This design comes from an exercise in tuning for small area, a short achievable clock period and few clock cycles per item on the open sky130 flow, not from production work.
In this exercise RTL edits were held to simulation tests only and were not proved equivalent to the original.

==> flow/design.v, too long to show whole: its modules and the start of the top module <==
// module gbk_seq: 220 lines
// module gbk_sq: 471 lines
// module gbk_mac: 639 lines
// module gbk_benc: 17 lines
// module gbk_fa: 10 lines
// module gbk_ha: 9 lines
// module gbk_exp_rom: 269 lines
// module gaussian_rbf_kernel_core: 111 lines
module gaussian_rbf_kernel_core (
    input  wire logic                          clk,
    input  wire logic                          rst_n,
    input  wire logic                          pair_valid,
    output logic                               pair_ready,
    input  wire logic [gbk_pkg::COORD_W-1:0]   pair_coord_a,
    input  wire logic [gbk_pkg::COORD_W-1:0]   pair_coord_b,
    input  wire logic                          pair_last,
    output logic                               result_valid,
    input  wire logic                          result_ready,
    output logic      [gbk_pkg::KERNEL_W-1:0]  result_kernel_value,
    output logic      [gbk_pkg::DIST_W-1:0]    result_sq_distance,
    input  wire logic                          cfg_valid,
    output logic                               cfg_ready,
    input  wire logic [gbk_pkg::INV_W-1:0]     cfg_inv_bandwidth
);
  // ...
==> flow/flow/run.sh <==
#!/bin/bash
set -euo pipefail
bash standard.sh SETUP_SLACK_MARGIN=5.65 finish > standard_flow.log 2>&1
==> flow/standard.sh <==
#!/bin/bash
# synth_recipe.tcl (not shown) runs the flow's synth.tcl, then flattens the netlist and writes it again
# the make line also repeats each setting of config.mk as NAME=value (left out here)
make -C /OpenROAD-flow-scripts/flow DESIGN_CONFIG=/design/flow/config.mk WORK_HOME=/design/flow/orfs CLKGATE_MAP_FILE= SYNTH_SCRIPT=/design/flow/synth_recipe.tcl "${@:-finish}"
==> flow/config.mk <==
export PLATFORM = sky130hd
export DESIGN_NAME = gaussian_rbf_kernel_core
export DESIGN_NICKNAME = gaussian_rbf_kernel_core
export VERILOG_FILES = /design/flow/design.v
export SDC_FILE = /design/flow/constraint.sdc
export NUM_CORES = 4
export LEC_CHECK = 0
export CAP_MARGIN = 20
export CORE_MARGIN = 2
export CORE_UTILIZATION = 40
export SLEW_MARGIN = 20
export SYNTH_HIERARCHICAL = 1
export SYNTH_MEMORY_MAX_BITS = 16384
==> flow/constraint.sdc <==
create_clock -name core_clock -period 11.0 [get_ports {clk}]
set_input_delay 2.2000 -clock core_clock [delete_from_list [all_inputs] [get_ports {clk}]]
set_output_delay 2.2000 -clock core_clock [all_outputs]
set_load 0.01 [all_outputs]
==> flow_results.xml, run 1 <==
<?xml version="1.0" encoding="UTF-8"?>
<metrics>
  <group name="timing">
    <metric name="timing_hold_violations_final" unit="">0</metric>
    <metric name="grt_setup_unrepaired" unit="">yes</metric>
    <metric name="max_clock_freq" unit="MHz">186.8</metric>
    <metric name="period_needed" unit="ns">5.352</metric>
  </group>
  <group name="floorplan">
    <metric name="design.portCount" unit="">124</metric>
    <metric name="fp.dieH" unit="um">329.8</metric>
    <metric name="core_region_area" unit="um2">105300</metric>
    <metric name="starting_density_of_the_core" unit="%">40.34</metric>
  </group>
  <group name="yosys">
    <metric name="yosys.area.top_type" unit="">sky130_fd_sc_hd__edfxtp_1</metric>
    <metric name="ys_ff_latch" unit="">360</metric>
  </group>
  <group name="worst_setup_path">
    <metric name="timing.critical_path.required" unit="ns">11.45</metric>
    <metric name="cpMostUsedCell" unit="">sky130_fd_sc_hd__buf_4</metric>
    <metric name="critical_path.endpoint_type" unit="">flop</metric>
    <metric name="worst_setup_path_startpoint" unit="">u_seq.ra[2]$_DFF_P_</metric>
    <metric name="arrival_time_worst_endpoint" unit="ns">5.80</metric>
  </group>
  <group name="clocking">
    <metric name="cts-root-buf" unit="">sky130_fd_sc_hd__clkbuf_16</metric>
    <metric name="number_of_buffers_inserted_to_repair_setup_after_cts" unit="">122</metric>
    <metric name="number_of_buffers_inserted_during_clock_tree_synthesis" unit="">43</metric>
  </group>
  <group name="placement">
    <metric name="detailedPlacementHpwl" unit="mm">143.3</metric>
    <metric name="pre_cts_slack" unit="ns">4.620</metric>
  </group>
  <group name="outcome">
    <metric name="status" unit="">timing/DRC/antenna clean</metric>
  </group>
  <group name="min_path">
    <metric name="hold_start" unit="">buf_d[28]$_SDFFCE_PP1P_</metric>
  </group>
  <group name="final_layout">
    <metric name="flip_flop_and_latch_share_of_the_layout_cell_area" unit="%">20.56</metric>
    <metric name="signal_buffer_area_fraction" unit="%">7.347</metric>
  </group>
  <group name="route">
    <metric name="drtIter0Drc" unit="">5466</metric>
  </group>
</metrics>
Testbench counts, summed over its fixed seeds: cycles 7,772, items 512.
==> module gbk_seq, before the edit <==
module gbk_seq (
    input  wire logic          clk,
    input  wire logic          rst_n,
    input  wire logic          d_valid,
    input  wire logic [41:0]   d_in,
    output logic               d_take,
    input  wire logic [23:0]   inv,
    output logic               res_valid,
    input  wire logic          res_ready,
    output logic [16:0]        res_kernel,
    output logic [41:0]        res_dist,
    output logic               take_sure
);
    localparam logic [3:0] ST_IDLE = 4'd0;
    localparam logic [3:0] ST_S1_0 = 4'd1;
    localparam logic [3:0] ST_S1_1 = 4'd2;
    localparam logic [3:0] ST_S1_2 = 4'd3;
    localparam logic [3:0] ST_S2_0 = 4'd4;
    localparam logic [3:0] ST_S2_1 = 4'd5;
    localparam logic [3:0] ST_S2_2 = 4'd6;
    localparam logic [3:0] ST_R0   = 4'd7;
    localparam logic [3:0] ST_R1   = 4'd8;
    localparam logic [3:0] ST_R2   = 4'd9;
    localparam logic [3:0] ST_S3_0 = 4'd10;
    localparam logic [3:0] ST_S3_1 = 4'd11;
    localparam logic [3:0] ST_FIN  = 4'd12;
    localparam logic [30:0] C = gbk_pkg::LOG2E_Q30;
    logic [3:0]  st;
    logic        rv;
    logic [41:0] rd;
    logic [16:0] rk;
    logic [27:0] a_reg;
    logic [11:0] b_next;      
    logic [5:0]  b_one;       
    logic [5:0]  b_two;
    logic [5:0]  b_neg;
    logic        b_top;
    logic [5:0]  e_one;
    logic [5:0]  e_two;
    logic [5:0]  e_neg;
    logic        e_top;
    logic [48:0] p_reg;
    logic [29:0] y_reg;       
    logic [31:0] t_reg;
    logic [8:0]  ra;
    logic        triv;
    logic        zero;
    logic        mz;          
    logic        mk;          
    logic        start;
    logic        hold;
    logic [47:0] mac_acc;
    logic [48:0] mac_p;
    logic [31:0] rom_q;
    logic [4:0]  y_n;
    logic [7:0]  y_idx;
    logic [16:0] y_g;
    logic        n_over;
    logic        x_over;
    logic [32:0] v;
    logic [17:0] rnd;
    logic [16:0] res;
    assign start     = (st == ST_IDLE || st == ST_FIN) && d_valid;
    assign hold      = rv && !res_ready;
    assign d_take    = (st == ST_S1_0) && !hold;
    assign take_sure = (((st == ST_IDLE || st == ST_FIN) && start) || (st == ST_S1_0 && hold))
                       && !(st == ST_FIN) && !(rv && !res_ready);
    always_comb
    begin
        unique case (st)
            ST_IDLE: b_next = d_in[11:0];
            ST_FIN:  b_next = d_in[11:0];
            ST_S1_0: b_next = hold ? d_in[11:0] : d_in[23:12];
            ST_S1_1: b_next = rd[35:24];
            ST_S1_2: b_next = C[11:0];
            ST_S2_0: b_next = C[23:12];
            ST_S2_1: b_next = {5'b0, C[30:24]};
            ST_R2:   b_next = y_reg[11:0];
            ST_S3_0: b_next = {7'b0, y_reg[16:12]};
            default: b_next = '0;
        endcase
    end
    always_comb
    begin
        if (mz)
            mac_acc = '0;
        else if (mk)
            mac_acc = {t_reg, 16'hffff};
        else
            mac_acc = {11'b0, p_reg[48:12]};
    end
    gbk_benc u_benc (
        .b     (b_next),
        .b_one (e_one),
        .b_two (e_two),
        .b_neg (e_neg),
        .b_top (e_top)
    );
    gbk_mac u_mac (
        .a     (a_reg),
        .b_one (b_one),
        .b_two (b_two),
        .b_neg (b_neg),
        .b_top (b_top),
        .acc (mac_acc),
        .p   (mac_p)
    );
    assign y_n    = p_reg[34:30];
    assign y_idx  = p_reg[29:22];
    assign y_g    = 17'h10000 - {1'b0, p_reg[21:6]};
    assign n_over = (p_reg[48:35] != '0) || (y_n >= 5'd17);
    assign x_over = p_reg[48:12] != '0;
    gbk_exp_rom u_rom (
        .addr (ra),
        .q    (rom_q)
    );
    assign v   = p_reg[36:4];
    assign rnd = 18'(v >> (6'd15 + {1'b0, y_reg[29:25]})) + 18'd1;
    assign res = rnd[17:1];
    always_ff @(posedge clk or negedge rst_n)
    begin
        if (!rst_n)
        begin
            st <= ST_IDLE;
            rv <= 1'b0;
        end
        else
        begin
            if (rv && res_ready)
                rv <= 1'b0;
            unique case (st)
                ST_IDLE:
                begin
                    if (start)
                        st <= ST_S1_0;
                end
                ST_S1_0:
                begin
                    if (!hold)
                    begin
                        if (triv)
                            st <= ST_FIN;
                        else
                            st <= ST_S1_1;
                    end
                end
                ST_S2_0:
                begin
                    if (zero || x_over)
                        st <= ST_FIN;
                    else
                        st <= ST_S2_1;
                end
                ST_R0:
                begin
                    if (n_over)
                        st <= ST_FIN;
                    else
                        st <= ST_R1;
                end
                ST_FIN:
                begin
                    st <= start ? ST_S1_0 : ST_IDLE;
                    rv <= 1'b1;
                end
                default: st <= st + 4'd1;
            endcase
        end
    end
    always_ff @(posedge clk)
    begin
        p_reg <= mac_p;
        mz    <= start || (st == ST_S1_0 && hold) || (st == ST_S1_2);
        mk    <= (st == ST_R2);
        b_one <= e_one;
        b_two <= e_two;
        b_neg <= e_neg;
        b_top <= e_top;
        if (d_take)
            rd    <= d_in;
        if (start)
        begin
            a_reg <= {4'b0, inv};
            triv  <= (d_in == '0) || (inv == '0);
            zero  <= d_in[41:36] != '0;
        end
        if (st == ST_S1_0 || st == ST_S1_1)
            y_reg[23:0] <= {mac_p[11:0], y_reg[23:12]};
        if (st == ST_S1_2)
            a_reg <= {mac_p[11:0], y_reg[23:8]};
        if (st == ST_S2_0)
            zero  <= zero || x_over;
        if (st == ST_S2_2)
            ra <= {1'b0, mac_p[29:22]};
        else
            ra <= ra + 9'd1;
        if (st == ST_R0)
        begin
            y_reg <= {y_n, y_idx, y_g};
            a_reg <= {4'b0, rom_q[23:0]};
            zero  <= n_over;
        end
        if (st == ST_R1)
            t_reg <= rom_q;
        if (st == ST_R2)
            a_reg <= {4'b0, 24'(a_reg[23:0] - t_reg[23:0])};
        if (st == ST_FIN)
        begin
            if (triv)
                rk <= gbk_pkg::KERNEL_ONE;
            else if (zero)
                rk <= '0;
            else
                rk <= res;
        end
    end
    assign res_valid  = rv;
    assign res_kernel = rk;
    assign res_dist   = rd;
endmodule
==> run 2, diff against run 1 <==
--- a/flow/design.v
+++ b/flow/design.v
@@ -46,28 +46,28 @@
     logic [5:0]  b_one;       
     logic [5:0]  b_two;
     logic [5:0]  b_neg;
     logic        b_top;
     logic [5:0]  e_one;
     logic [5:0]  e_two;
     logic [5:0]  e_neg;
     logic        e_top;
-    logic [48:0] p_reg;
+    logic [40:0] p_reg;
     logic [29:0] y_reg;       
     logic [31:0] t_reg;
     logic [8:0]  ra;
     logic        triv;
     logic        zero;
     logic        mz;          
     logic        mk;          
     logic        start;
     logic        hold;
-    logic [47:0] mac_acc;
-    logic [48:0] mac_p;
+    logic [28:0] mac_acc;
+    logic [40:0] mac_p;
     logic [31:0] rom_q;
     logic [4:0]  y_n;
     logic [7:0]  y_idx;
     logic [16:0] y_g;
     logic        n_over;
     logic        x_over;
     logic [32:0] v;
     logic [17:0] rnd;
@@ -92,19 +92,19 @@
             default: b_next = '0;
         endcase
     end
     always_comb
     begin
         if (mz)
             mac_acc = '0;
         else if (mk)
-            mac_acc = {t_reg, 16'hffff};
+            mac_acc = 29'd65535;
         else
-            mac_acc = {11'b0, p_reg[48:12]};
+            mac_acc = p_reg[40:12];
     end
     gbk_benc u_benc (
         .b     (b_next),
         .b_one (e_one),
         .b_two (e_two),
         .b_neg (e_neg),
         .b_top (e_top)
     );
@@ -115,23 +115,23 @@
         .b_neg (b_neg),
         .b_top (b_top),
         .acc (mac_acc),
         .p   (mac_p)
     );
     assign y_n    = p_reg[34:30];
     assign y_idx  = p_reg[29:22];
     assign y_g    = 17'h10000 - {1'b0, p_reg[21:6]};
-    assign n_over = (p_reg[48:35] != '0) || (y_n >= 5'd17);
-    assign x_over = p_reg[48:12] != '0;
+    assign n_over = (p_reg[40:35] != '0) || (y_n >= 5'd17);
+    assign x_over = p_reg[40:12] != '0;
     gbk_exp_rom u_rom (
         .addr (ra),
         .q    (rom_q)
     );
-    assign v   = p_reg[36:4];
+    assign v   = {1'b0, t_reg} + {9'b0, p_reg[27:4]};
     assign rnd = 18'(v >> (6'd15 + {1'b0, y_reg[29:25]})) + 18'd1;
     assign res = rnd[17:1];
     always_ff @(posedge clk or negedge rst_n)
     begin
         if (!rst_n)
         begin
             st <= ST_IDLE;
             rv <= 1'b0;
@@ -704,18 +704,18 @@
     assign p = {1'b0, acc[41], acc[40], acc[39], acc[38], acc[37], acc[36], acc[35], acc[34], acc[33], acc[32], sq_303, sq_301, sq_299, sq_297, sq_295, sq_293, sq_291, sq_289, sq_287, sq_285, sq_283, sq_281, sq_279, sq_277, sq_275, sq_273, sq_271, sq_269, sq_267, sq_265, sq_263, sq_261, sq_259, sq_257, sq_255, sq_253, sq_251, sq_249, sq_247, sq_245, sq_243, sq_241} + {1'b0, 1'b0, 1'b0, 1'b0, 1'b0, 1'b0, 1'b0, 1'b0, 1'b0, 1'b0, sq_304, sq_302, sq_300, sq_298, sq_296, sq_294, sq_292, sq_290, sq_288, sq_286, sq_284, sq_282, sq_280, sq_278, sq_276, sq_274, sq_272, sq_270, sq_268, sq_266, sq_264, sq_262, sq_260, sq_258, sq_256, sq_254, sq_252, sq_250, sq_248, sq_246, sq_244, sq_242, acc[0]};
 endmodule
 module gbk_mac (
     input  wire logic [27:0] a,
     input  wire logic [5:0] b_one,
     input  wire logic [5:0] b_two,
     input  wire logic [5:0] b_neg,
     input  wire logic        b_top,
-    input  wire logic [47:0] acc,
-    output logic      [48:0] p
+    input  wire logic [28:0] acc,
+    output logic      [40:0] p
 );
     logic [29:0] ax;
     logic [28:0] x [0:5];
     logic [5:0] neg;
     logic [5:0] nneg;
     logic [27:0] top;
     assign ax = {1'b0, a, 1'b0};
     assign top = a & {28{b_top}};
@@ -1093,54 +1093,16 @@
     logic mc_363;
     logic mc_364;
     logic mc_365;
     logic mc_366;
     logic mc_367;
     logic mc_368;
     logic mc_369;
     logic mc_370;
-    logic mc_371;
-    logic mc_372;
-    logic mc_373;
-    logic mc_374;
-    logic mc_375;
-    logic mc_376;
-    logic mc_377;
-    logic mc_378;
-    logic mc_379;
-    logic mc_380;
-    logic mc_381;
-    logic mc_382;
-    logic mc_383;
-    logic mc_384;
-    logic mc_385;
-    logic mc_386;
-    logic mc_387;
-    logic mc_388;
-    logic mc_389;
-    logic mc_390;
-    logic mc_391;
-    logic mc_392;
-    logic mc_393;
-    logic mc_394;
-    logic mc_395;
-    logic mc_396;
-    logic mc_397;
-    logic mc_398;
-    logic mc_399;
-    logic mc_400;
-    logic mc_401;
-    logic mc_402;
-    logic mc_403;
-    logic mc_404;
-    logic mc_405;
-    logic mc_406;
-    logic mc_407;
-    logic mc_408;
     gbk_ha u_mc_1 (.a(x[0][8]), .b(x[1][6]), .s(mc_1), .co(mc_2));
     gbk_ha u_mc_3 (.a(x[0][9]), .b(x[1][7]), .s(mc_3), .co(mc_4));
     gbk_fa u_mc_5 (.a(x[0][10]), .b(x[1][8]), .c(x[2][6]), .s(mc_5), .co(mc_6));
     gbk_ha u_mc_7 (.a(x[3][4]), .b(x[4][2]), .s(mc_7), .co(mc_8));
     gbk_fa u_mc_9 (.a(x[0][11]), .b(x[1][9]), .c(x[2][7]), .s(mc_9), .co(mc_10));
     gbk_ha u_mc_11 (.a(x[3][5]), .b(x[4][3]), .s(mc_11), .co(mc_12));
     gbk_fa u_mc_13 (.a(x[0][12]), .b(x[1][10]), .c(x[2][8]), .s(mc_13), .co(mc_14));
     gbk_fa u_mc_15 (.a(x[3][6]), .b(x[4][4]), .c(x[5][2]), .s(mc_15), .co(mc_16));
@@ -1173,179 +1135,160 @@
     gbk_fa u_mc_69 (.a(x[0][26]), .b(x[1][24]), .c(x[2][22]), .s(mc_69), .co(mc_70));
     gbk_fa u_mc_71 (.a(x[3][20]), .b(x[4][18]), .c(x[5][16]), .s(mc_71), .co(mc_72));
     gbk_fa u_mc_73 (.a(x[0][27]), .b(x[1][25]), .c(x[2][23]), .s(mc_73), .co(mc_74));
     gbk_fa u_mc_75 (.a(x[3][21]), .b(x[4][19]), .c(x[5][17]), .s(mc_75), .co(mc_76));
     gbk_fa u_mc_77 (.a(x[0][28]), .b(x[1][26]), .c(x[2][24]), .s(mc_77), .co(mc_78));
     gbk_fa u_mc_79 (.a(x[3][22]), .b(x[4][20]), .c(x[5][18]), .s(mc_79), .co(mc_80));
     gbk_fa u_mc_81 (.a(nneg[0]), .b(x[1][27]), .c(x[2][25]), .s(mc_81), .co(mc_82));
     gbk_fa u_mc_83 (.a(x[3][23]), .b(x[4][21]), .c(x[5][19]), .s(mc_83), .co(mc_84));
-    gbk_ha u_mc_85 (.a(top[17]), .b(acc[29]), .s(mc_85), .co(mc_86));
-    gbk_fa u_mc_87 (.a(x[1][28]), .b(x[2][26]), .c(x[3][24]), .s(mc_87), .co(mc_88));
-    gbk_fa u_mc_89 (.a(x[4][22]), .b(x[5][20]), .c(top[18]), .s(mc_89), .co(mc_90));
-    gbk_ha u_mc_91 (.a(acc[30]), .b(1'b1), .s(mc_91), .co(mc_92));
-    gbk_fa u_mc_93 (.a(nneg[1]), .b(x[2][27]), .c(x[3][25]), .s(mc_93), .co(mc_94));
-    gbk_fa u_mc_95 (.a(x[4][23]), .b(x[5][21]), .c(top[19]), .s(mc_95), .co(mc_96));
-    gbk_fa u_mc_97 (.a(x[2][28]), .b(x[3][26]), .c(x[4][24]), .s(mc_97), .co(mc_98));
-    gbk_ha u_mc_99 (.a(x[5][22]), .b(top[20]), .s(mc_99), .co(mc_100));
-    gbk_fa u_mc_101 (.a(nneg[2]), .b(x[3][27]), .c(x[4][25]), .s(mc_101), .co(mc_102));
-    gbk_ha u_mc_103 (.a(x[3][28]), .b(x[4][26]), .s(mc_103), .co(mc_104));
-    gbk_ha u_mc_105 (.a(x[0][4]), .b(x[1][2]), .s(mc_105), .co(mc_106));
-    gbk_ha u_mc_107 (.a(x[0][5]), .b(x[1][3]), .s(mc_107), .co(mc_108));
-    gbk_fa u_mc_109 (.a(x[0][6]), .b(x[1][4]), .c(x[2][2]), .s(mc_109), .co(mc_110));
-    gbk_ha u_mc_111 (.a(x[3][0]), .b(neg[3]), .s(mc_111), .co(mc_112));
-    gbk_fa u_mc_113 (.a(x[0][7]), .b(x[1][5]), .c(x[2][3]), .s(mc_113), .co(mc_114));
-    gbk_ha u_mc_115 (.a(x[3][1]), .b(acc[7]), .s(mc_115), .co(mc_116));
-    gbk_fa u_mc_117 (.a(mc_1), .b(x[2][4]), .c(x[3][2]), .s(mc_117), .co(mc_118));
-    gbk_fa u_mc_119 (.a(x[4][0]), .b(neg[4]), .c(acc[8]), .s(mc_119), .co(mc_120));
-    gbk_fa u_mc_121 (.a(mc_3), .b(x[2][5]), .c(x[3][3]), .s(mc_121), .co(mc_122));
-    gbk_fa u_mc_123 (.a(x[4][1]), .b(acc[9]), .c(mc_2), .s(mc_123), .co(mc_124));
-    gbk_fa u_mc_125 (.a(mc_5), .b(mc_7), .c(x[5][0]), .s(mc_125), .co(mc_126));
-    gbk_fa u_mc_127 (.a(neg[5]), .b(acc[10]), .c(mc_4), .s(mc_127), .co(mc_128));
-    gbk_fa u_mc_129 (.a(mc_9), .b(mc_11), .c(x[5][1]), .s(mc_129), .co(mc_130));
-    gbk_fa u_mc_131 (.a(acc[11]), .b(mc_6), .c(mc_8), .s(mc_131), .co(mc_132));
-    gbk_fa u_mc_133 (.a(mc_13), .b(mc_15), .c(top[0]), .s(mc_133), .co(mc_134));
-    gbk_fa u_mc_135 (.a(acc[12]), .b(mc_10), .c(mc_12), .s(mc_135), .co(mc_136));
-    gbk_fa u_mc_137 (.a(mc_17), .b(mc_19), .c(top[1]), .s(mc_137), .co(mc_138));
-    gbk_fa u_mc_139 (.a(acc[13]), .b(mc_14), .c(mc_16), .s(mc_139), .co(mc_140));
-    gbk_fa u_mc_141 (.a(mc_21), .b(mc_23), .c(top[2]), .s(mc_141), .co(mc_142));
-    gbk_fa u_mc_143 (.a(acc[14]), .b(mc_18), .c(mc_20), .s(mc_143), .co(mc_144));
-    gbk_fa u_mc_145 (.a(mc_25), .b(mc_27), .c(top[3]), .s(mc_145), .co(mc_146));
-    gbk_fa u_mc_147 (.a(acc[15]), .b(mc_22), .c(mc_24), .s(mc_147), .co(mc_148));
-    gbk_fa u_mc_149 (.a(mc_29), .b(mc_31), .c(top[4]), .s(mc_149), .co(mc_150));
-    gbk_fa u_mc_151 (.a(acc[16]), .b(mc_26), .c(mc_28), .s(mc_151), .co(mc_152));
-    gbk_fa u_mc_153 (.a(mc_33), .b(mc_35), .c(top[5]), .s(mc_153), .co(mc_154));
-    gbk_fa u_mc_155 (.a(acc[17]), .b(mc_30), .c(mc_32), .s(mc_155), .co(mc_156));
-    gbk_fa u_mc_157 (.a(mc_37), .b(mc_39), .c(top[6]), .s(mc_157), .co(mc_158));
-    gbk_fa u_mc_159 (.a(acc[18]), .b(mc_34), .c(mc_36), .s(mc_159), .co(mc_160));
-    gbk_fa u_mc_161 (.a(mc_41), .b(mc_43), .c(top[7]), .s(mc_161), .co(mc_162));
-    gbk_fa u_mc_163 (.a(acc[19]), .b(mc_38), .c(mc_40), .s(mc_163), .co(mc_164));
-    gbk_fa u_mc_165 (.a(mc_45), .b(mc_47), .c(top[8]), .s(mc_165), .co(mc_166));
-    gbk_fa u_mc_167 (.a(acc[20]), .b(mc_42), .c(mc_44), .s(mc_167), .co(mc_168));
-    gbk_fa u_mc_169 (.a(mc_49), .b(mc_51), .c(top[9]), .s(mc_169), .co(mc_170));
-    gbk_fa u_mc_171 (.a(acc[21]), .b(mc_46), .c(mc_48), .s(mc_171), .co(mc_172));
-    gbk_fa u_mc_173 (.a(mc_53), .b(mc_55), .c(top[10]), .s(mc_173), .co(mc_174));
-    gbk_fa u_mc_175 (.a(acc[22]), .b(mc_50), .c(mc_52), .s(mc_175), .co(mc_176));
-    gbk_fa u_mc_177 (.a(mc_57), .b(mc_59), .c(top[11]), .s(mc_177), .co(mc_178));
-    gbk_fa u_mc_179 (.a(acc[23]), .b(mc_54), .c(mc_56), .s(mc_179), .co(mc_180));
-    gbk_fa u_mc_181 (.a(mc_61), .b(mc_63), .c(top[12]), .s(mc_181), .co(mc_182));
-    gbk_fa u_mc_183 (.a(acc[24]), .b(mc_58), .c(mc_60), .s(mc_183), .co(mc_184));
-    gbk_fa u_mc_185 (.a(mc_65), .b(mc_67), .c(top[13]), .s(mc_185), .co(mc_186));
-    gbk_fa u_mc_187 (.a(acc[25]), .b(mc_62), .c(mc_64), .s(mc_187), .co(mc_188));
-    gbk_fa u_mc_189 (.a(mc_69), .b(mc_71), .c(top[14]), .s(mc_189), .co(mc_190));
-    gbk_fa u_mc_191 (.a(acc[26]), .b(mc_66), .c(mc_68), .s(mc_191), .co(mc_192));
-    gbk_fa u_mc_193 (.a(mc_73), .b(mc_75), .c(top[15]), .s(mc_193), .co(mc_194));
-    gbk_fa u_mc_195 (.a(acc[27]), .b(mc_70), .c(mc_72), .s(mc_195), .co(mc_196));
-    gbk_fa u_mc_197 (.a(mc_77), .b(mc_79), .c(top[16]), .s(mc_197), .co(mc_198));
-    gbk_fa u_mc_199 (.a(acc[28]), .b(mc_74), .c(mc_76), .s(mc_199), .co(mc_200));
-    gbk_fa u_mc_201 (.a(mc_81), .b(mc_83), .c(mc_85), .s(mc_201), .co(mc_202));
-    gbk_fa u_mc_203 (.a(1'b1), .b(mc_78), .c(mc_80), .s(mc_203), .co(mc_204));
-    gbk_fa u_mc_205 (.a(mc_87), .b(mc_89), .c(mc_91), .s(mc_205), .co(mc_206));
-    gbk_fa u_mc_207 (.a(mc_82), .b(mc_84), .c(mc_86), .s(mc_207), .co(mc_208));
-    gbk_fa u_mc_209 (.a(mc_93), .b(mc_95), .c(acc[31]), .s(mc_209), .co(mc_210));
-    gbk_fa u_mc_211 (.a(mc_88), .b(mc_90), .c(mc_92), .s(mc_211), .co(mc_212));
-    gbk_fa u_mc_213 (.a(mc_97), .b(mc_99), .c(acc[32]), .s(mc_213), .co(mc_214));
-    gbk_fa u_mc_215 (.a(1'b1), .b(mc_94), .c(mc_96), .s(mc_215), .co(mc_216));
-    gbk_fa u_mc_217 (.a(mc_101), .b(x[5][23]), .c(top[21]), .s(mc_217), .co(mc_218));
-    gbk_fa u_mc_219 (.a(acc[33]), .b(mc_98), .c(mc_100), .s(mc_219), .co(mc_220));
-    gbk_fa u_mc_221 (.a(mc_103), .b(x[5][24]), .c(top[22]), .s(mc_221), .co(mc_222));
-    gbk_fa u_mc_223 (.a(acc[34]), .b(1'b1), .c(mc_102), .s(mc_223), .co(mc_224));
-    gbk_fa u_mc_225 (.a(nneg[3]), .b(x[4][27]), .c(x[5][25]), .s(mc_225), .co(mc_226));
-    gbk_fa u_mc_227 (.a(top[23]), .b(acc[35]), .c(mc_104), .s(mc_227), .co(mc_228));
-    gbk_fa u_mc_229 (.a(x[4][28]), .b(x[5][26]), .c(top[24]), .s(mc_229), .co(mc_230));
-    gbk_ha u_mc_231 (.a(acc[36]), .b(1'b1), .s(mc_231), .co(mc_232));
-    gbk_fa u_mc_233 (.a(nneg[4]), .b(x[5][27]), .c(top[25]), .s(mc_233), .co(mc_234));
-    gbk_ha u_mc_235 (.a(x[5][28]), .b(top[26]), .s(mc_235), .co(mc_236));
-    gbk_ha u_mc_237 (.a(x[0][2]), .b(x[1][0]), .s(mc_237), .co(mc_238));
-    gbk_ha u_mc_239 (.a(x[0][3]), .b(x[1][1]), .s(mc_239), .co(mc_240));
-    gbk_fa u_mc_241 (.a(mc_105), .b(x[2][0]), .c(neg[2]), .s(mc_241), .co(mc_242));
-    gbk_fa u_mc_243 (.a(mc_107), .b(x[2][1]), .c(acc[5]), .s(mc_243), .co(mc_244));
-    gbk_fa u_mc_245 (.a(mc_109), .b(mc_111), .c(acc[6]), .s(mc_245), .co(mc_246));
-    gbk_fa u_mc_247 (.a(mc_113), .b(mc_115), .c(mc_110), .s(mc_247), .co(mc_248));
-    gbk_fa u_mc_249 (.a(mc_117), .b(mc_119), .c(mc_114), .s(mc_249), .co(mc_250));
-    gbk_fa u_mc_251 (.a(mc_121), .b(mc_123), .c(mc_118), .s(mc_251), .co(mc_252));
-    gbk_fa u_mc_253 (.a(mc_125), .b(mc_127), .c(mc_122), .s(mc_253), .co(mc_254));
-    gbk_fa u_mc_255 (.a(mc_129), .b(mc_131), .c(mc_126), .s(mc_255), .co(mc_256));
-    gbk_fa u_mc_257 (.a(mc_133), .b(mc_135), .c(mc_130), .s(mc_257), .co(mc_258));
-    gbk_fa u_mc_259 (.a(mc_137), .b(mc_139), .c(mc_134), .s(mc_259), .co(mc_260));
-    gbk_fa u_mc_261 (.a(mc_141), .b(mc_143), .c(mc_138), .s(mc_261), .co(mc_262));
-    gbk_fa u_mc_263 (.a(mc_145), .b(mc_147), .c(mc_142), .s(mc_263), .co(mc_264));
-    gbk_fa u_mc_265 (.a(mc_149), .b(mc_151), .c(mc_146), .s(mc_265), .co(mc_266));
-    gbk_fa u_mc_267 (.a(mc_153), .b(mc_155), .c(mc_150), .s(mc_267), .co(mc_268));
-    gbk_fa u_mc_269 (.a(mc_157), .b(mc_159), .c(mc_154), .s(mc_269), .co(mc_270));
-    gbk_fa u_mc_271 (.a(mc_161), .b(mc_163), .c(mc_158), .s(mc_271), .co(mc_272));
-    gbk_fa u_mc_273 (.a(mc_165), .b(mc_167), .c(mc_162), .s(mc_273), .co(mc_274));
-    gbk_fa u_mc_275 (.a(mc_169), .b(mc_171), .c(mc_166), .s(mc_275), .co(mc_276));
-    gbk_fa u_mc_277 (.a(mc_173), .b(mc_175), .c(mc_170), .s(mc_277), .co(mc_278));
-    gbk_fa u_mc_279 (.a(mc_177), .b(mc_179), .c(mc_174), .s(mc_279), .co(mc_280));
-    gbk_fa u_mc_281 (.a(mc_181), .b(mc_183), .c(mc_178), .s(mc_281), .co(mc_282));
-    gbk_fa u_mc_283 (.a(mc_185), .b(mc_187), .c(mc_182), .s(mc_283), .co(mc_284));
-    gbk_fa u_mc_285 (.a(mc_189), .b(mc_191), .c(mc_186), .s(mc_285), .co(mc_286));
-    gbk_fa u_mc_287 (.a(mc_193), .b(mc_195), .c(mc_190), .s(mc_287), .co(mc_288));
-    gbk_fa u_mc_289 (.a(mc_197), .b(mc_199), .c(mc_194), .s(mc_289), .co(mc_290));
-    gbk_fa u_mc_291 (.a(mc_201), .b(mc_203), .c(mc_198), .s(mc_291), .co(mc_292));
-    gbk_fa u_mc_293 (.a(mc_205), .b(mc_207), .c(mc_202), .s(mc_293), .co(mc_294));
-    gbk_fa u_mc_295 (.a(mc_209), .b(mc_211), .c(mc_206), .s(mc_295), .co(mc_296));
-    gbk_fa u_mc_297 (.a(mc_213), .b(mc_215), .c(mc_210), .s(mc_297), .co(mc_298));
-    gbk_fa u_mc_299 (.a(mc_217), .b(mc_219), .c(mc_214), .s(mc_299), .co(mc_300));
-    gbk_fa u_mc_301 (.a(mc_221), .b(mc_223), .c(mc_218), .s(mc_301), .co(mc_302));
-    gbk_fa u_mc_303 (.a(mc_225), .b(mc_227), .c(mc_222), .s(mc_303), .co(mc_304));
-    gbk_fa u_mc_305 (.a(mc_229), .b(mc_231), .c(mc_226), .s(mc_305), .co(mc_306));
-    gbk_fa u_mc_307 (.a(mc_233), .b(acc[37]), .c(mc_230), .s(mc_307), .co(mc_308));
-    gbk_fa u_mc_309 (.a(mc_235), .b(acc[38]), .c(1'b1), .s(mc_309), .co(mc_310));
-    gbk_fa u_mc_311 (.a(nneg[5]), .b(top[27]), .c(acc[39]), .s(mc_311), .co(mc_312));
-    gbk_ha u_mc_313 (.a(x[0][0]), .b(neg[0]), .s(mc_313), .co(mc_314));
-    gbk_ha u_mc_315 (.a(x[0][1]), .b(acc[1]), .s(mc_315), .co(mc_316));
-    gbk_fa u_mc_317 (.a(mc_237), .b(neg[1]), .c(acc[2]), .s(mc_317), .co(mc_318));
-    gbk_fa u_mc_319 (.a(mc_239), .b(acc[3]), .c(mc_238), .s(mc_319), .co(mc_320));
-    gbk_fa u_mc_321 (.a(mc_241), .b(acc[4]), .c(mc_240), .s(mc_321), .co(mc_322));
-    gbk_fa u_mc_323 (.a(mc_243), .b(mc_106), .c(mc_242), .s(mc_323), .co(mc_324));
-    gbk_fa u_mc_325 (.a(mc_245), .b(mc_108), .c(mc_244), .s(mc_325), .co(mc_326));
-    gbk_fa u_mc_327 (.a(mc_247), .b(mc_112), .c(mc_246), .s(mc_327), .co(mc_328));
-    gbk_fa u_mc_329 (.a(mc_249), .b(mc_116), .c(mc_248), .s(mc_329), .co(mc_330));
-    gbk_fa u_mc_331 (.a(mc_251), .b(mc_120), .c(mc_250), .s(mc_331), .co(mc_332));
-    gbk_fa u_mc_333 (.a(mc_253), .b(mc_124), .c(mc_252), .s(mc_333), .co(mc_334));
-    gbk_fa u_mc_335 (.a(mc_255), .b(mc_128), .c(mc_254), .s(mc_335), .co(mc_336));
-    gbk_fa u_mc_337 (.a(mc_257), .b(mc_132), .c(mc_256), .s(mc_337), .co(mc_338));
-    gbk_fa u_mc_339 (.a(mc_259), .b(mc_136), .c(mc_258), .s(mc_339), .co(mc_340));
-    gbk_fa u_mc_341 (.a(mc_261), .b(mc_140), .c(mc_260), .s(mc_341), .co(mc_342));
-    gbk_fa u_mc_343 (.a(mc_263), .b(mc_144), .c(mc_262), .s(mc_343), .co(mc_344));
-    gbk_fa u_mc_345 (.a(mc_265), .b(mc_148), .c(mc_264), .s(mc_345), .co(mc_346));
-    gbk_fa u_mc_347 (.a(mc_267), .b(mc_152), .c(mc_266), .s(mc_347), .co(mc_348));
-    gbk_fa u_mc_349 (.a(mc_269), .b(mc_156), .c(mc_268), .s(mc_349), .co(mc_350));
-    gbk_fa u_mc_351 (.a(mc_271), .b(mc_160), .c(mc_270), .s(mc_351), .co(mc_352));
-    gbk_fa u_mc_353 (.a(mc_273), .b(mc_164), .c(mc_272), .s(mc_353), .co(mc_354));
-    gbk_fa u_mc_355 (.a(mc_275), .b(mc_168), .c(mc_274), .s(mc_355), .co(mc_356));
-    gbk_fa u_mc_357 (.a(mc_277), .b(mc_172), .c(mc_276), .s(mc_357), .co(mc_358));
-    gbk_fa u_mc_359 (.a(mc_279), .b(mc_176), .c(mc_278), .s(mc_359), .co(mc_360));
-    gbk_fa u_mc_361 (.a(mc_281), .b(mc_180), .c(mc_280), .s(mc_361), .co(mc_362));
-    gbk_fa u_mc_363 (.a(mc_283), .b(mc_184), .c(mc_282), .s(mc_363), .co(mc_364));
-    gbk_fa u_mc_365 (.a(mc_285), .b(mc_188), .c(mc_284), .s(mc_365), .co(mc_366));
-    gbk_fa u_mc_367 (.a(mc_287), .b(mc_192), .c(mc_286), .s(mc_367), .co(mc_368));
-    gbk_fa u_mc_369 (.a(mc_289), .b(mc_196), .c(mc_288), .s(mc_369), .co(mc_370));
-    gbk_fa u_mc_371 (.a(mc_291), .b(mc_200), .c(mc_290), .s(mc_371), .co(mc_372));
-    gbk_fa u_mc_373 (.a(mc_293), .b(mc_204), .c(mc_292), .s(mc_373), .co(mc_374));
-    gbk_fa u_mc_375 (.a(mc_295), .b(mc_208), .c(mc_294), .s(mc_375), .co(mc_376));
-    gbk_fa u_mc_377 (.a(mc_297), .b(mc_212), .c(mc_296), .s(mc_377), .co(mc_378));
-    gbk_fa u_mc_379 (.a(mc_299), .b(mc_216), .c(mc_298), .s(mc_379), .co(mc_380));
-    gbk_fa u_mc_381 (.a(mc_301), .b(mc_220), .c(mc_300), .s(mc_381), .co(mc_382));
-    gbk_fa u_mc_383 (.a(mc_303), .b(mc_224), .c(mc_302), .s(mc_383), .co(mc_384));
-    gbk_fa u_mc_385 (.a(mc_305), .b(mc_228), .c(mc_304), .s(mc_385), .co(mc_386));
-    gbk_fa u_mc_387 (.a(mc_307), .b(mc_232), .c(mc_306), .s(mc_387), .co(mc_388));
-    gbk_fa u_mc_389 (.a(mc_309), .b(mc_234), .c(mc_308), .s(mc_389), .co(mc_390));
-    gbk_fa u_mc_391 (.a(mc_311), .b(mc_236), .c(mc_310), .s(mc_391), .co(mc_392));
-    gbk_fa u_mc_393 (.a(acc[40]), .b(1'b1), .c(mc_312), .s(mc_393), .co(mc_394));
-    gbk_ha u_mc_395 (.a(acc[41]), .b(1'b1), .s(mc_395), .co(mc_396));
-    gbk_ha u_mc_397 (.a(acc[42]), .b(1'b1), .s(mc_397), .co(mc_398));
-    gbk_ha u_mc_399 (.a(acc[43]), .b(1'b1), .s(mc_399), .co(mc_400));
-    gbk_ha u_mc_401 (.a(acc[44]), .b(1'b1), .s(mc_401), .co(mc_402));
-    gbk_ha u_mc_403 (.a(acc[45]), .b(1'b1), .s(mc_403), .co(mc_404));
-    gbk_ha u_mc_405 (.a(acc[46]), .b(1'b1), .s(mc_405), .co(mc_406));
-    gbk_ha u_mc_407 (.a(acc[47]), .b(1'b1), .s(mc_407), .co(mc_408));
-    assign p = {1'b1, mc_407, mc_405, mc_403, mc_401, mc_399, mc_397, mc_395, mc_393, mc_391, mc_389, mc_387, mc_385, mc_383, mc_381, mc_379, mc_377, mc_375, mc_373, mc_371, mc_369, mc_367, mc_365, mc_363, mc_361, mc_359, mc_357, mc_355, mc_353, mc_351, mc_349, mc_347, mc_345, mc_343, mc_341, mc_339, mc_337, mc_335, mc_333, mc_331, mc_329, mc_327, mc_325, mc_323, mc_321, mc_319, mc_317, mc_315, mc_313} + {mc_408, mc_406, mc_404, mc_402, mc_400, mc_398, mc_396, mc_394, mc_392, mc_390, mc_388, mc_386, mc_384, mc_382, mc_380, mc_378, mc_376, mc_374, mc_372, mc_370, mc_368, mc_366, mc_364, mc_362, mc_360, mc_358, mc_356, mc_354, mc_352, mc_350, mc_348, mc_346, mc_344, mc_342, mc_340, mc_338, mc_336, mc_334, mc_332, mc_330, mc_328, mc_326, mc_324, mc_322, mc_320, mc_318, mc_316, mc_314, acc[0]};
+    gbk_fa u_mc_85 (.a(x[1][28]), .b(x[2][26]), .c(x[3][24]), .s(mc_85), .co(mc_86));
+    gbk_ha u_mc_87 (.a(x[4][22]), .b(x[5][20]), .s(mc_87), .co(mc_88));
+    gbk_fa u_mc_89 (.a(nneg[1]), .b(x[2][27]), .c(x[3][25]), .s(mc_89), .co(mc_90));
+    gbk_ha u_mc_91 (.a(x[2][28]), .b(x[3][26]), .s(mc_91), .co(mc_92));
+    gbk_ha u_mc_93 (.a(x[0][4]), .b(x[1][2]), .s(mc_93), .co(mc_94));
+    gbk_ha u_mc_95 (.a(x[0][5]), .b(x[1][3]), .s(mc_95), .co(mc_96));
+    gbk_fa u_mc_97 (.a(x[0][6]), .b(x[1][4]), .c(x[2][2]), .s(mc_97), .co(mc_98));
+    gbk_ha u_mc_99 (.a(x[3][0]), .b(neg[3]), .s(mc_99), .co(mc_100));
+    gbk_fa u_mc_101 (.a(x[0][7]), .b(x[1][5]), .c(x[2][3]), .s(mc_101), .co(mc_102));
+    gbk_ha u_mc_103 (.a(x[3][1]), .b(acc[7]), .s(mc_103), .co(mc_104));
+    gbk_fa u_mc_105 (.a(mc_1), .b(x[2][4]), .c(x[3][2]), .s(mc_105), .co(mc_106));
+    gbk_fa u_mc_107 (.a(x[4][0]), .b(neg[4]), .c(acc[8]), .s(mc_107), .co(mc_108));
+    gbk_fa u_mc_109 (.a(mc_3), .b(x[2][5]), .c(x[3][3]), .s(mc_109), .co(mc_110));
+    gbk_fa u_mc_111 (.a(x[4][1]), .b(acc[9]), .c(mc_2), .s(mc_111), .co(mc_112));
+    gbk_fa u_mc_113 (.a(mc_5), .b(mc_7), .c(x[5][0]), .s(mc_113), .co(mc_114));
+    gbk_fa u_mc_115 (.a(neg[5]), .b(acc[10]), .c(mc_4), .s(mc_115), .co(mc_116));
+    gbk_fa u_mc_117 (.a(mc_9), .b(mc_11), .c(x[5][1]), .s(mc_117), .co(mc_118));
+    gbk_fa u_mc_119 (.a(acc[11]), .b(mc_6), .c(mc_8), .s(mc_119), .co(mc_120));
+    gbk_fa u_mc_121 (.a(mc_13), .b(mc_15), .c(top[0]), .s(mc_121), .co(mc_122));
+    gbk_fa u_mc_123 (.a(acc[12]), .b(mc_10), .c(mc_12), .s(mc_123), .co(mc_124));
+    gbk_fa u_mc_125 (.a(mc_17), .b(mc_19), .c(top[1]), .s(mc_125), .co(mc_126));
+    gbk_fa u_mc_127 (.a(acc[13]), .b(mc_14), .c(mc_16), .s(mc_127), .co(mc_128));
+    gbk_fa u_mc_129 (.a(mc_21), .b(mc_23), .c(top[2]), .s(mc_129), .co(mc_130));
+    gbk_fa u_mc_131 (.a(acc[14]), .b(mc_18), .c(mc_20), .s(mc_131), .co(mc_132));
+    gbk_fa u_mc_133 (.a(mc_25), .b(mc_27), .c(top[3]), .s(mc_133), .co(mc_134));
+    gbk_fa u_mc_135 (.a(acc[15]), .b(mc_22), .c(mc_24), .s(mc_135), .co(mc_136));
+    gbk_fa u_mc_137 (.a(mc_29), .b(mc_31), .c(top[4]), .s(mc_137), .co(mc_138));
+    gbk_fa u_mc_139 (.a(acc[16]), .b(mc_26), .c(mc_28), .s(mc_139), .co(mc_140));
+    gbk_fa u_mc_141 (.a(mc_33), .b(mc_35), .c(top[5]), .s(mc_141), .co(mc_142));
+    gbk_fa u_mc_143 (.a(acc[17]), .b(mc_30), .c(mc_32), .s(mc_143), .co(mc_144));
+    gbk_fa u_mc_145 (.a(mc_37), .b(mc_39), .c(top[6]), .s(mc_145), .co(mc_146));
+    gbk_fa u_mc_147 (.a(acc[18]), .b(mc_34), .c(mc_36), .s(mc_147), .co(mc_148));
+    gbk_fa u_mc_149 (.a(mc_41), .b(mc_43), .c(top[7]), .s(mc_149), .co(mc_150));
+    gbk_fa u_mc_151 (.a(acc[19]), .b(mc_38), .c(mc_40), .s(mc_151), .co(mc_152));
+    gbk_fa u_mc_153 (.a(mc_45), .b(mc_47), .c(top[8]), .s(mc_153), .co(mc_154));
+    gbk_fa u_mc_155 (.a(acc[20]), .b(mc_42), .c(mc_44), .s(mc_155), .co(mc_156));
+    gbk_fa u_mc_157 (.a(mc_49), .b(mc_51), .c(top[9]), .s(mc_157), .co(mc_158));
+    gbk_fa u_mc_159 (.a(acc[21]), .b(mc_46), .c(mc_48), .s(mc_159), .co(mc_160));
+    gbk_fa u_mc_161 (.a(mc_53), .b(mc_55), .c(top[10]), .s(mc_161), .co(mc_162));
+    gbk_fa u_mc_163 (.a(acc[22]), .b(mc_50), .c(mc_52), .s(mc_163), .co(mc_164));
+    gbk_fa u_mc_165 (.a(mc_57), .b(mc_59), .c(top[11]), .s(mc_165), .co(mc_166));
+    gbk_fa u_mc_167 (.a(acc[23]), .b(mc_54), .c(mc_56), .s(mc_167), .co(mc_168));
+    gbk_fa u_mc_169 (.a(mc_61), .b(mc_63), .c(top[12]), .s(mc_169), .co(mc_170));
+    gbk_fa u_mc_171 (.a(acc[24]), .b(mc_58), .c(mc_60), .s(mc_171), .co(mc_172));
+    gbk_fa u_mc_173 (.a(mc_65), .b(mc_67), .c(top[13]), .s(mc_173), .co(mc_174));
+    gbk_fa u_mc_175 (.a(acc[25]), .b(mc_62), .c(mc_64), .s(mc_175), .co(mc_176));
+    gbk_fa u_mc_177 (.a(mc_69), .b(mc_71), .c(top[14]), .s(mc_177), .co(mc_178));
+    gbk_fa u_mc_179 (.a(acc[26]), .b(mc_66), .c(mc_68), .s(mc_179), .co(mc_180));
+    gbk_fa u_mc_181 (.a(mc_73), .b(mc_75), .c(top[15]), .s(mc_181), .co(mc_182));
+    gbk_fa u_mc_183 (.a(acc[27]), .b(mc_70), .c(mc_72), .s(mc_183), .co(mc_184));
+    gbk_fa u_mc_185 (.a(mc_77), .b(mc_79), .c(top[16]), .s(mc_185), .co(mc_186));
+    gbk_fa u_mc_187 (.a(acc[28]), .b(mc_74), .c(mc_76), .s(mc_187), .co(mc_188));
+    gbk_fa u_mc_189 (.a(mc_81), .b(mc_83), .c(top[17]), .s(mc_189), .co(mc_190));
+    gbk_fa u_mc_191 (.a(1'b1), .b(mc_78), .c(mc_80), .s(mc_191), .co(mc_192));
+    gbk_fa u_mc_193 (.a(mc_85), .b(mc_87), .c(top[18]), .s(mc_193), .co(mc_194));
+    gbk_fa u_mc_195 (.a(1'b1), .b(mc_82), .c(mc_84), .s(mc_195), .co(mc_196));
+    gbk_fa u_mc_197 (.a(mc_89), .b(x[4][23]), .c(x[5][21]), .s(mc_197), .co(mc_198));
+    gbk_fa u_mc_199 (.a(top[19]), .b(mc_86), .c(mc_88), .s(mc_199), .co(mc_200));
+    gbk_fa u_mc_201 (.a(mc_91), .b(x[4][24]), .c(x[5][22]), .s(mc_201), .co(mc_202));
+    gbk_fa u_mc_203 (.a(top[20]), .b(1'b1), .c(mc_90), .s(mc_203), .co(mc_204));
+    gbk_fa u_mc_205 (.a(nneg[2]), .b(x[3][27]), .c(x[4][25]), .s(mc_205), .co(mc_206));
+    gbk_fa u_mc_207 (.a(x[5][23]), .b(top[21]), .c(mc_92), .s(mc_207), .co(mc_208));
+    gbk_fa u_mc_209 (.a(x[3][28]), .b(x[4][26]), .c(x[5][24]), .s(mc_209), .co(mc_210));
+    gbk_ha u_mc_211 (.a(top[22]), .b(1'b1), .s(mc_211), .co(mc_212));
+    gbk_fa u_mc_213 (.a(nneg[3]), .b(x[4][27]), .c(x[5][25]), .s(mc_213), .co(mc_214));
+    gbk_ha u_mc_215 (.a(x[4][28]), .b(x[5][26]), .s(mc_215), .co(mc_216));
+    gbk_ha u_mc_217 (.a(x[0][2]), .b(x[1][0]), .s(mc_217), .co(mc_218));
+    gbk_ha u_mc_219 (.a(x[0][3]), .b(x[1][1]), .s(mc_219), .co(mc_220));
+    gbk_fa u_mc_221 (.a(mc_93), .b(x[2][0]), .c(neg[2]), .s(mc_221), .co(mc_222));
+    gbk_fa u_mc_223 (.a(mc_95), .b(x[2][1]), .c(acc[5]), .s(mc_223), .co(mc_224));
+    gbk_fa u_mc_225 (.a(mc_97), .b(mc_99), .c(acc[6]), .s(mc_225), .co(mc_226));
+    gbk_fa u_mc_227 (.a(mc_101), .b(mc_103), .c(mc_98), .s(mc_227), .co(mc_228));
+    gbk_fa u_mc_229 (.a(mc_105), .b(mc_107), .c(mc_102), .s(mc_229), .co(mc_230));
+    gbk_fa u_mc_231 (.a(mc_109), .b(mc_111), .c(mc_106), .s(mc_231), .co(mc_232));
+    gbk_fa u_mc_233 (.a(mc_113), .b(mc_115), .c(mc_110), .s(mc_233), .co(mc_234));
+    gbk_fa u_mc_235 (.a(mc_117), .b(mc_119), .c(mc_114), .s(mc_235), .co(mc_236));
+    gbk_fa u_mc_237 (.a(mc_121), .b(mc_123), .c(mc_118), .s(mc_237), .co(mc_238));
+    gbk_fa u_mc_239 (.a(mc_125), .b(mc_127), .c(mc_122), .s(mc_239), .co(mc_240));
+    gbk_fa u_mc_241 (.a(mc_129), .b(mc_131), .c(mc_126), .s(mc_241), .co(mc_242));
+    gbk_fa u_mc_243 (.a(mc_133), .b(mc_135), .c(mc_130), .s(mc_243), .co(mc_244));
+    gbk_fa u_mc_245 (.a(mc_137), .b(mc_139), .c(mc_134), .s(mc_245), .co(mc_246));
+    gbk_fa u_mc_247 (.a(mc_141), .b(mc_143), .c(mc_138), .s(mc_247), .co(mc_248));
+    gbk_fa u_mc_249 (.a(mc_145), .b(mc_147), .c(mc_142), .s(mc_249), .co(mc_250));
+    gbk_fa u_mc_251 (.a(mc_149), .b(mc_151), .c(mc_146), .s(mc_251), .co(mc_252));
+    gbk_fa u_mc_253 (.a(mc_153), .b(mc_155), .c(mc_150), .s(mc_253), .co(mc_254));
+    gbk_fa u_mc_255 (.a(mc_157), .b(mc_159), .c(mc_154), .s(mc_255), .co(mc_256));
+    gbk_fa u_mc_257 (.a(mc_161), .b(mc_163), .c(mc_158), .s(mc_257), .co(mc_258));
+    gbk_fa u_mc_259 (.a(mc_165), .b(mc_167), .c(mc_162), .s(mc_259), .co(mc_260));
+    gbk_fa u_mc_261 (.a(mc_169), .b(mc_171), .c(mc_166), .s(mc_261), .co(mc_262));
+    gbk_fa u_mc_263 (.a(mc_173), .b(mc_175), .c(mc_170), .s(mc_263), .co(mc_264));
+    gbk_fa u_mc_265 (.a(mc_177), .b(mc_179), .c(mc_174), .s(mc_265), .co(mc_266));
+    gbk_fa u_mc_267 (.a(mc_181), .b(mc_183), .c(mc_178), .s(mc_267), .co(mc_268));
+    gbk_fa u_mc_269 (.a(mc_185), .b(mc_187), .c(mc_182), .s(mc_269), .co(mc_270));
+    gbk_fa u_mc_271 (.a(mc_189), .b(mc_191), .c(mc_186), .s(mc_271), .co(mc_272));
+    gbk_fa u_mc_273 (.a(mc_193), .b(mc_195), .c(mc_190), .s(mc_273), .co(mc_274));
+    gbk_fa u_mc_275 (.a(mc_197), .b(mc_199), .c(mc_194), .s(mc_275), .co(mc_276));
+    gbk_fa u_mc_277 (.a(mc_201), .b(mc_203), .c(mc_198), .s(mc_277), .co(mc_278));
+    gbk_fa u_mc_279 (.a(mc_205), .b(mc_207), .c(mc_202), .s(mc_279), .co(mc_280));
+    gbk_fa u_mc_281 (.a(mc_209), .b(mc_211), .c(mc_206), .s(mc_281), .co(mc_282));
+    gbk_fa u_mc_283 (.a(mc_213), .b(top[23]), .c(mc_210), .s(mc_283), .co(mc_284));
+    gbk_fa u_mc_285 (.a(mc_215), .b(top[24]), .c(1'b1), .s(mc_285), .co(mc_286));
+    gbk_fa u_mc_287 (.a(nneg[4]), .b(x[5][27]), .c(top[25]), .s(mc_287), .co(mc_288));
+    gbk_ha u_mc_289 (.a(x[5][28]), .b(top[26]), .s(mc_289), .co(mc_290));
+    gbk_ha u_mc_291 (.a(x[0][0]), .b(neg[0]), .s(mc_291), .co(mc_292));
+    gbk_ha u_mc_293 (.a(x[0][1]), .b(acc[1]), .s(mc_293), .co(mc_294));
+    gbk_fa u_mc_295 (.a(mc_217), .b(neg[1]), .c(acc[2]), .s(mc_295), .co(mc_296));
+    gbk_fa u_mc_297 (.a(mc_219), .b(acc[3]), .c(mc_218), .s(mc_297), .co(mc_298));
+    gbk_fa u_mc_299 (.a(mc_221), .b(acc[4]), .c(mc_220), .s(mc_299), .co(mc_300));
+    gbk_fa u_mc_301 (.a(mc_223), .b(mc_94), .c(mc_222), .s(mc_301), .co(mc_302));
+    gbk_fa u_mc_303 (.a(mc_225), .b(mc_96), .c(mc_224), .s(mc_303), .co(mc_304));
+    gbk_fa u_mc_305 (.a(mc_227), .b(mc_100), .c(mc_226), .s(mc_305), .co(mc_306));
+    gbk_fa u_mc_307 (.a(mc_229), .b(mc_104), .c(mc_228), .s(mc_307), .co(mc_308));
+    gbk_fa u_mc_309 (.a(mc_231), .b(mc_108), .c(mc_230), .s(mc_309), .co(mc_310));
+    gbk_fa u_mc_311 (.a(mc_233), .b(mc_112), .c(mc_232), .s(mc_311), .co(mc_312));
+    gbk_fa u_mc_313 (.a(mc_235), .b(mc_116), .c(mc_234), .s(mc_313), .co(mc_314));
+    gbk_fa u_mc_315 (.a(mc_237), .b(mc_120), .c(mc_236), .s(mc_315), .co(mc_316));
+    gbk_fa u_mc_317 (.a(mc_239), .b(mc_124), .c(mc_238), .s(mc_317), .co(mc_318));
+    gbk_fa u_mc_319 (.a(mc_241), .b(mc_128), .c(mc_240), .s(mc_319), .co(mc_320));
+    gbk_fa u_mc_321 (.a(mc_243), .b(mc_132), .c(mc_242), .s(mc_321), .co(mc_322));
+    gbk_fa u_mc_323 (.a(mc_245), .b(mc_136), .c(mc_244), .s(mc_323), .co(mc_324));
+    gbk_fa u_mc_325 (.a(mc_247), .b(mc_140), .c(mc_246), .s(mc_325), .co(mc_326));
+    gbk_fa u_mc_327 (.a(mc_249), .b(mc_144), .c(mc_248), .s(mc_327), .co(mc_328));
+    gbk_fa u_mc_329 (.a(mc_251), .b(mc_148), .c(mc_250), .s(mc_329), .co(mc_330));
+    gbk_fa u_mc_331 (.a(mc_253), .b(mc_152), .c(mc_252), .s(mc_331), .co(mc_332));
+    gbk_fa u_mc_333 (.a(mc_255), .b(mc_156), .c(mc_254), .s(mc_333), .co(mc_334));
+    gbk_fa u_mc_335 (.a(mc_257), .b(mc_160), .c(mc_256), .s(mc_335), .co(mc_336));
+    gbk_fa u_mc_337 (.a(mc_259), .b(mc_164), .c(mc_258), .s(mc_337), .co(mc_338));
+    gbk_fa u_mc_339 (.a(mc_261), .b(mc_168), .c(mc_260), .s(mc_339), .co(mc_340));
+    gbk_fa u_mc_341 (.a(mc_263), .b(mc_172), .c(mc_262), .s(mc_341), .co(mc_342));
+    gbk_fa u_mc_343 (.a(mc_265), .b(mc_176), .c(mc_264), .s(mc_343), .co(mc_344));
+    gbk_fa u_mc_345 (.a(mc_267), .b(mc_180), .c(mc_266), .s(mc_345), .co(mc_346));
+    gbk_fa u_mc_347 (.a(mc_269), .b(mc_184), .c(mc_268), .s(mc_347), .co(mc_348));
+    gbk_fa u_mc_349 (.a(mc_271), .b(mc_188), .c(mc_270), .s(mc_349), .co(mc_350));
+    gbk_fa u_mc_351 (.a(mc_273), .b(mc_192), .c(mc_272), .s(mc_351), .co(mc_352));
+    gbk_fa u_mc_353 (.a(mc_275), .b(mc_196), .c(mc_274), .s(mc_353), .co(mc_354));
+    gbk_fa u_mc_355 (.a(mc_277), .b(mc_200), .c(mc_276), .s(mc_355), .co(mc_356));
+    gbk_fa u_mc_357 (.a(mc_279), .b(mc_204), .c(mc_278), .s(mc_357), .co(mc_358));
+    gbk_fa u_mc_359 (.a(mc_281), .b(mc_208), .c(mc_280), .s(mc_359), .co(mc_360));
+    gbk_fa u_mc_361 (.a(mc_283), .b(mc_212), .c(mc_282), .s(mc_361), .co(mc_362));
+    gbk_fa u_mc_363 (.a(mc_285), .b(mc_214), .c(mc_284), .s(mc_363), .co(mc_364));
+    gbk_fa u_mc_365 (.a(mc_287), .b(mc_216), .c(mc_286), .s(mc_365), .co(mc_366));
+    gbk_fa u_mc_367 (.a(mc_289), .b(1'b1), .c(mc_288), .s(mc_367), .co(mc_368));
+    gbk_fa u_mc_369 (.a(nneg[5]), .b(top[27]), .c(mc_290), .s(mc_369), .co(mc_370));
+    assign p = {1'b1, mc_369, mc_367, mc_365, mc_363, mc_361, mc_359, mc_357, mc_355, mc_353, mc_351, mc_349, mc_347, mc_345, mc_343, mc_341, mc_339, mc_337, mc_335, mc_333, mc_331, mc_329, mc_327, mc_325, mc_323, mc_321, mc_319, mc_317, mc_315, mc_313, mc_311, mc_309, mc_307, mc_305, mc_303, mc_301, mc_299, mc_297, mc_295, mc_293, mc_291} + {mc_370, mc_368, mc_366, mc_364, mc_362, mc_360, mc_358, mc_356, mc_354, mc_352, mc_350, mc_348, mc_346, mc_344, mc_342, mc_340, mc_338, mc_336, mc_334, mc_332, mc_330, mc_328, mc_326, mc_324, mc_322, mc_320, mc_318, mc_316, mc_314, mc_312, mc_310, mc_308, mc_306, mc_304, mc_302, mc_300, mc_298, mc_296, mc_294, mc_292, acc[0]};
 endmodule
 module gbk_benc (
     input  wire logic [11:0] b,
     output logic      [5:0]  b_one,
     output logic      [5:0]  b_two,
     output logic      [5:0]  b_neg,
     output logic             b_top
 );
==> flow/flow/run.sh (replaced) <==
#!/bin/bash
set -euo pipefail
bash standard.sh SETUP_SLACK_MARGIN=6 finish > standard_flow.log 2>&1
==> flow_results.xml, run 2 <==
<?xml version="1.0" encoding="UTF-8"?>
<metrics>
  <group name="yosys">
    <metric name="post_synth_xor_area_fraction" unit="%">6.503</metric>
    <metric name="synthesis.instances" unit="">4955</metric>
    <metric name="netlist_area" unit="um2">43100</metric>
    <metric name="yosys.area.top_type" unit="">sky130_fd_sc_hd__edfxtp_1</metric>
    <metric name="synth_edf_count" unit="">248</metric>
    <metric name="ys_ff_latch" unit="">354</metric>
    <metric name="yosys.cell_types.count" unit="">136</metric>
    <metric name="seq_area_frac_synth" unit="%">22.62</metric>
    <metric name="synth_top_family_by_area" unit="">compound AO/OA/AOI/OAI gates</metric>
    <metric name="dominantRegCellSynth" unit="">sky130_fd_sc_hd__edfxtp_1</metric>
    <metric name="synth.avg_cell_area" unit="um2">8.697</metric>
  </group>
  <group name="clocking">
    <metric name="cts.sink_count" unit="">354</metric>
    <metric name="path_clk_slew" unit="ns">0.06</metric>
    <metric name="worst_skew_pair.late_latency" unit="ns">0.63</metric>
    <metric name="max_root_sink_buffers" unit="">3</metric>
    <metric name="cts-htree-levels" unit="">2</metric>
    <metric name="cts-root-buf" unit="">sky130_fd_sc_hd__clkbuf_16</metric>
    <metric name="number_of_buffers_inserted_during_clock_tree_synthesis" unit="">45</metric>
  </group>
  <group name="final_layout">
    <metric name="ff_latch_area" unit="um2">9789</metric>
    <metric name="final_core_density" unit="%">46.93</metric>
    <metric name="multiInputGateArea" unit="um2">32530</metric>
    <metric name="syn_to_final_growth" unit="%">16.42</metric>
    <metric name="final_layout_size_suffix_gt1_share" unit="%">16.45</metric>
    <metric name="layout_top_registers" unit="">acc x42, buf_d x42, u_seq.rd x42</metric>
    <metric name="final_design_area_no_fill" unit="um2">50170</metric>
    <metric name="layout.filler_cells" unit="">10293</metric>
    <metric name="finalNetCount" unit="">5596</metric>
    <metric name="final_cell_mix" unit="">410 x sky130_fd_sc_hd__nand2_1, 306 x sky130_fd_sc_hd__a21oi_1, 304 x sky130_fd_sc_hd__nor2_1</metric>
    <metric name="most_common_cell_after_layout_fill_and_taps_aside" unit="">sky130_fd_sc_hd__nand2_1</metric>
  </group>
  <group name="worst_setup_path">
    <metric name="arrival_time_worst_endpoint" unit="ns">5.73</metric>
    <metric name="regToRegStartpoint" unit="">u_seq.a_reg[9]$_DFFE_PP_</metric>
    <metric name="critical_path.endpoint_type" unit="">flop</metric>
    <metric name="worstPathMaxFanout" unit="">12</metric>
    <metric name="reg2reg_depth" unit="">18</metric>
    <metric name="worst_setup_path_start_kind" unit="">flop</metric>
    <metric name="r2r-end" unit="">u_seq.p_reg[38]$_DFF_P_</metric>
    <metric name="timing.critical_path.required" unit="ns">11.55</metric>
    <metric name="reg2reg_slack" unit="ns">5.81</metric>
    <metric name="critPathKind" unit="">reg2reg</metric>
  </group>
  <group name="timing">
    <metric name="max_clock_freq" unit="MHz">192.8</metric>
    <metric name="grt_setup_unrepaired" unit="">yes</metric>
    <metric name="timing.final.setup_violations" unit="">0</metric>
    <metric name="slew_headroom" unit="%">8.926</metric>
    <metric name="period_needed" unit="ns">5.187</metric>
    <metric name="worst-slew-pin-transition" unit="ns">1.352</metric>
    <metric name="min_period_over_period" unit="%">47.16</metric>
    <metric name="timing_hold_violations_final" unit="">0</metric>
    <metric name="setup_total_negative_slack" unit="ns">0</metric>
    <metric name="clock_skew" unit="ns">0.02840</metric>
  </group>
  <group name="floorplan">
    <metric name="fp.dieH" unit="um">332.2</metric>
    <metric name="design.portCount" unit="">124</metric>
    <metric name="core_region_area" unit="um2">106900</metric>
    <metric name="starting_density_of_the_core" unit="%">40.31</metric>
    <metric name="die_x" unit="um">332.2</metric>
  </group>
  <group name="route">
    <metric name="drtIter0Drc" unit="">6246</metric>
    <metric name="route.final.wire_length" unit="mm">218.4</metric>
    <metric name="detailroute.via_count" unit="">43502</metric>
    <metric name="detail_route.vias_per_cell" unit="">6.724</metric>
  </group>
  <group name="min_path">
    <metric name="worst_hold_path.endpoint" unit="">u_seq.rd[40]$_DFFE_PP_</metric>
    <metric name="hp-class" unit="">reg2reg</metric>
    <metric name="hold_start" unit="">buf_d[40]$_SDFFCE_PP1P_</metric>
  </group>
  <group name="run">
    <metric name="timing.max_cap.violations" unit="">0</metric>
  </group>
  <group name="placement">
    <metric name="port_buffers" unit="">122</metric>
    <metric name="detailedPlacementHpwl" unit="mm">157.7</metric>
  </group>
  <group name="global_route">
    <metric name="grt.total_usage" unit="%">38.01</metric>
    <metric name="grt_start_max_net_pins" unit="">110</metric>
  </group>
  <group name="outcome">
    <metric name="status" unit="">timing/DRC/antenna clean</metric>
  </group>
</metrics>
==> run 2: metrics by stage <==
stage,worst slack (ns),cells
finish,5.813,6470
global route,5.746,6462
CTS,5.872,6415
detailed placement,5.154,6172
global placement,5.159,6172
floorplan,5.976,4960
==> run 2: Yosys stat by module, one instance, submodules excluded <==
module | flops+latches | times used | cell area [um2]
gbk_seq | 222 | 1 | 12760
gbk_ha | 0 | 49 | 12.51
gbk_fa | 0 | 288 | 20.02
gbk_sq | 0 | 1 | 3055
gaussian_rbf_kernel_core | 132 | 1 | 5768
gbk_exp_rom | 0 | 1 | 9169
gbk_benc | 0 | 1 | 217.7
gbk_mac | 0 | 1 | 5751
==> run 2: metal layers <==
metal / GRT usage [%] / part of all wire, % / vias to the layer above
li1: - / - / 18358
met1: 51.96 / 41 / 21693
met2: 54.74 / 41 / 2861
met3: 12.09 / 12 / 562
met4: 16.71 / 5.2 / 28
met5: 0 / 0.088 / -
==> run 2: area by class of cell <==
type,count,share of cell area [%]
flip-flops and latches,354,19.51
multi-input cells,4065,64.84
inverters,112,0.8380
clock inverters,27,0.6260
diodes,8,0.03990
repair buffers,444,8.270
clock buffers,57,2.374
well taps,1403,3.499
==> run 2: worst max-delay path, cell delays in order, from the launching register on <==
cell	delay, ns
sky130_fd_sc_hd__edfxtp_1	0.43
sky130_fd_sc_hd__buf_12	0.18
sky130_fd_sc_hd__buf_4	0.14
sky130_fd_sc_hd__a22oi_1	0.19
sky130_fd_sc_hd__xnor2_1	0.09
sky130_fd_sc_hd__ha_1	0.33
sky130_fd_sc_hd__fa_1	0.56
sky130_fd_sc_hd__fa_1	0.45
sky130_fd_sc_hd__fa_1	0.53
sky130_fd_sc_hd__ha_4	0.35
sky130_fd_sc_hd__nand3_4	0.10
sky130_fd_sc_hd__o211ai_1	0.44
sky130_fd_sc_hd__buf_4	0.21
sky130_fd_sc_hd__a21oi_4	0.05
sky130_fd_sc_hd__o31ai_4	0.09
sky130_fd_sc_hd__a31oi_4	0.18
sky130_fd_sc_hd__nor3_1	0.47
sky130_fd_sc_hd__a31oi_1	0.16
sky130_fd_sc_hd__o22ai_1	0.14
==> run 2: how the worst max path moves through the flow <==
stage / start / to / slack, ns / cells after the start
CTS: u_seq.a_reg[23]$_DFFE_PP_ / u_seq.p_reg[38]$_DFF_P_ / 5.87 / 18
floorplan: s1_u[15]$_DFFE_PP_ / acc[38]$_DFFE_PP_ / 5.98 / 15
global route: u_seq.a_reg[9]$_DFFE_PP_ / u_seq.ra[5]$_DFF_P_ / 5.75 / 18
global placement: u_seq.b_neg[1]$_DFF_P_ / u_seq.ra[7]$_DFF_P_ / 5.16 / 15
finish: u_seq.a_reg[9]$_DFFE_PP_ / u_seq.p_reg[38]$_DFF_P_ / 5.81 / 18
detailed placement: u_seq.b_neg[1]$_DFF_P_ / u_seq.ra[5]$_DFF_P_ / 5.15 / 15
==> run 2: cell families after synthesis <==
kind of cell             count (synthesis)
AO/OA/AOI/OAI                         1542
XOR/XNOR                               320
adder cells (fa/ha/maj)                512
buffers and inverters                  541
flip-flops                             354
multiplexers                            48
other                                    2
AND/OR/NAND/NOR                       1636
==> run 2: timing repair <==
action / in CTS / in global routing
pin swaps: 130 / 124
cloned: 0 / 1
gates resized for setup: 211 / 122
endpoints found under the setup margin: 69 / 61
buffers inserted: 159 / 44
hold buffers: 0 / 0
Testbench counts of run 2, summed over its fixed seeds: cycles 7,772, items 512.

-- separate check: timing with driven ports --
In the flow no input, the clock included, has a driving cell. The finished layouts below were timed again as built, in two steps.
Step 1, drivers: a clkbuf_16 drives clk and a buf_2 each remaining input, both assumed.
Step 2 times the ports against the registers' clock, not the clock port: input delays grow and output delays shrink by t, the midpoint of the rising clock arrivals with the driver on.
a / b / c = ideal ports / drivers / drivers and shift; a / b = the first two.
run	t, ns	setup slack, ns	worst data-port slew with drivers (ns)	pins driven straight from the clock port
run 1	0.686	5.648 / 5.648 / 5.648	0.07	1
run 2	0.690	5.813 / 5.813 / 5.813	0.09	1
After both steps setup and hold are still met in every run listed.
